Background: an optimization exercise with open tools, aiming at small area and a short achievable clock period. Do not read the settings as production practice. In this exercise RTL edits were held to simulation tests only and were not proved equivalent to the original. Power is estimated from default activity; no workload was simulated.

==> v14 <==
Design maze_video_top, start of the top module:
module maze_video_top (
  input  logic                     clk,
  input  logic                     reset,
  input  logic [8-1:0]   awaddr,
  input  logic                     awvalid,
  output logic                     awready,
  input  logic [32-1:0]   wdata,
  input  logic [32/8-1:0] wstrb,
  input  logic                     wvalid,
  output logic                     wready,
  output logic [1:0]               bresp,
  output logic                     bvalid,
  input  logic                     bready,
  input  logic [8-1:0]   araddr,
  input  logic                     arvalid,
  output logic                     arready,
  output logic [32-1:0]   rdata,
  output logic [1:0]               rresp,
  output logic                     rvalid,
  input  logic                     rready,
  output logic [11:0]              rgb,
  output logic [7:0]               pixel_x,
  output logic [8:0]               pixel_y,
  output logic                     de
);
==> module raster_timing, before the edit <==
module raster_timing (
  input  logic       clk,
  input  logic       reset,
  output logic [7:0] nx,
  output logic [8:0] ny,
  output logic       vis,
  output logic       frame_start,
  output logic [7:0] pixel_x,
  output logic [8:0] pixel_y,
  output logic       de
);
  localparam logic [8:0] SY_LAST = 9'(300 - 1);
  localparam logic [7:0] SX_ACT = 8'(224);
  localparam logic [8:0] SY_ACT = 9'(288);
  logic first;
  logic next_act;
  function automatic logic [8:0] next_y(input logic [7:0] x, input logic [8:0] y);
    if (x != 8'hFF)        next_y = y;
    else if (y == SY_LAST) next_y = '0;
    else                   next_y = y + 1'b1;
  endfunction
  always_ff @(posedge clk) begin
    if (reset) begin
      nx <= 8'd1;
      ny <= '0;
    end else begin
      nx <= nx + 1'b1;
      ny <= next_y(nx, ny);
    end
  end
  always_ff @(posedge clk) begin
    if (reset) begin
      pixel_x <= '0;
      pixel_y <= '0;
    end else if (!first) begin
      pixel_x <= pixel_x + 1'b1;
      pixel_y <= next_y(pixel_x, pixel_y);
    end
  end
  always_ff @(posedge clk) begin
    first <= reset;
  end
  assign next_act = (nx < SX_ACT) && (ny < SY_ACT);
  always_ff @(posedge clk) begin
    if (reset) begin
      vis <= 1'b0;
      de <= 1'b0;
    end else begin
      vis <= next_act;
      de <= vis || first;
    end
  end
  always_ff @(posedge clk) begin
    if (reset) frame_start <= 1'b1;
    else       frame_start <= (nx == '0) && (ny == '0);
  end
endmodule
==> flow/config.mk <==
export PLATFORM = sky130hd
export DESIGN_NAME = maze_video_top
export DESIGN_NICKNAME = maze_video_top
export VERILOG_FILES = /design/flow/design.v
export SDC_FILE = /design/flow/constraint.sdc
export NUM_CORES = 4
export LEC_CHECK = 0
export CAP_MARGIN = 20
export CORE_MARGIN = 2
export CORE_UTILIZATION = 40
export CTS_BUF_LIST = sky130_fd_sc_hd__clkbuf_16
export CTS_CLUSTER_DIAMETER = 80
export CTS_CLUSTER_SIZE = 24
export SETUP_SLACK_MARGIN = 2.8
export SLEW_MARGIN = 20
==> flow/constraint.sdc <==
create_clock -name core_clock -period 5.0 [get_ports {clk}]
set_input_delay 1.0000 -clock core_clock [delete_from_list [all_inputs] [get_ports {clk}]]
set_output_delay 1.0000 -clock core_clock [all_outputs]
set_load 0.01 [all_outputs]
standard.sh (not shown) runs the stock make flow with config.mk's settings and CLKGATE_MAP_FILE= SYNTH_SCRIPT=/design/flow/synth_recipe.tcl, a recipe that flattens the netlist after the stock synthesis.
==> flow/flow/run.sh <==
#!/bin/bash
set -euo pipefail
bash standard.sh MATCH_CELL_FOOTPRINT=0 ADDER_MAP_FILE= \
  "BUFFER_PORTS_ARGS=-buffer_cell sky130_fd_sc_hd__buf_1" finish > standard.log 2>&1
==> v31: changes against v14 <==
--- a/flow/design.v
+++ b/flow/design.v
@@ -32,8 +32,13 @@
     if (reset) begin
       pixel_x <= '0;
+    end else begin
+      pixel_x <= nx - 1'b1;
+    end
+  end
+  always_ff @(posedge clk) begin
+    if (reset) begin
       pixel_y <= '0;
-    end else if (!first) begin
-      pixel_x <= pixel_x + 1'b1;
-      pixel_y <= next_y(pixel_x, pixel_y);
+    end else if (nx == 8'd1) begin
+      pixel_y <= ny;
     end
   end
CORE_UTILIZATION = 60   (was 40)
CTS_BUF_LIST = sky130_fd_sc_hd__clkbuf_8   (was sky130_fd_sc_hd__clkbuf_16)
CTS_CLUSTER_DIAMETER = 50   (was 80)
CTS_CLUSTER_SIZE = 20   (was 24)
==> v20: changes against v14 <==
--- a/flow/design.v
+++ b/flow/design.v
@@ -32,8 +32,13 @@
     if (reset) begin
       pixel_x <= '0;
+    end else begin
+      pixel_x <= nx - 1'b1;
+    end
+  end
+  always_ff @(posedge clk) begin
+    if (reset) begin
       pixel_y <= '0;
-    end else if (!first) begin
-      pixel_x <= pixel_x + 1'b1;
-      pixel_y <= next_y(pixel_x, pixel_y);
+    end else if (nx == 8'd1) begin
+      pixel_y <= ny;
     end
   end
CORE_UTILIZATION = 70   (was 40)
CTS_BUF_LIST = sky130_fd_sc_hd__clkbuf_8   (was sky130_fd_sc_hd__clkbuf_16)
CTS_CLUSTER_DIAMETER = 60   (was 80)
CTS_CLUSTER_SIZE = 16   (was 24)
==> summary of the runs <==
Between v14 and v31, the lower non-clock buffer count is in v31 (gap 21). The lowest register-to-register slack belongs to v20, the highest to v31. Cell count: v20 is lower than v31 (3.1%). In flip-flop and latch count, v20 and v31 do not differ. Against v31, the synthesized cell count of v14 is larger by 1.7%. Fmax, lowest first: v20, v31, v14. Against v20, the setup slack of v14 is higher by 0.063 ns. Sequential share of layout area: v20 > v31 > v14. Count of clock-buffer cells in the layout: v14 < v20 < v31. Against v14, the synthesized area of v31 is lower by about 0.6%.
==> figures <==
quantity	v20	v14	v31
Result of the run	finished clean	finished clean	finished clean
Number of unique standard cell types used by synthesis	71	79	71
Layout net count	1415	1450	1417
Data arrival time at the worst-slack endpoint	2.46 ns	2.59 ns	1.22 ns
Count of fill cells added during filler insertion	1377	3417	1871
Cells on worst reg2reg path	3	7	8
Worst ir drop on vdd	0.367 mV	0.201 mV	0.270 mV
Register-to-register setup slack	2.78 ns	2.83 ns	2.88 ns
Worst hold slack after final layout	0.430 ns	0.452 ns	0.430 ns
Num rows	54	71	58
Worst Hold Launch	u_regs.color_q[18]	u_regs.color_q[34]	u_regs.awready
Area of the mapped netlist	0.0153 sq mm	0.0154 sq mm	0.0153 sq mm
Crit. End Element	flop	flop	output pin
Total power	5.58 mW	5.75 mW	5.89 mW
Met3 wire len	3060 um	2180 um	2590 um
Initial drt markers	1117	827	973
Routed met2 length	17300 um	18300 um	18100 um
Combinational group power	0.591 mW	0.607 mW	0.598 mW
Placer congestion estimate	0.902	0.860	0.905
Comb pwr share	10.6%	10.6%	10.2%
DIE WIDTH	152 um	200 um	164 um
Multi-input gate area in the final layout	0.00541 sq mm	0.00561 sq mm	0.00543 sq mm

## what the ideal ports hide
Ports are ideal in the flow. The routed layouts listed here were re-timed in OpenROAD.
Step 1 assumes that a clkbuf_16 drives the clock port and a buf_2 every other input.
Step 2 adds t to the input delays and takes it off the output delays; t is the mean of the earliest and latest rising clock arrival at the registers after step 1. Input paths then give back, and output paths get back, about the clock's delay inside the block.
Three values: ideal ports, drivers, drivers and shift; two values: the first two.
run | shift t [ns] | setup WS [ns] | clock arrival spread, ns | cell pins on the clock port's net
v14 | 0.569 | 2.826 / 2.826 / 2.311 | 0.034 / 0.034 | 1
v31 | 0.663 | 2.780 / 2.733 / 2.187 | 0.040 / 0.039 | 1
v20 | 0.612 | 2.762 / 2.775 / 2.172 | 0.025 / 0.024 | 1
After both steps setup and hold are still met in every run listed. The setup slack of v31, which loses most, moves by -0.047 ns with the drivers and by -0.593 ns with both steps.
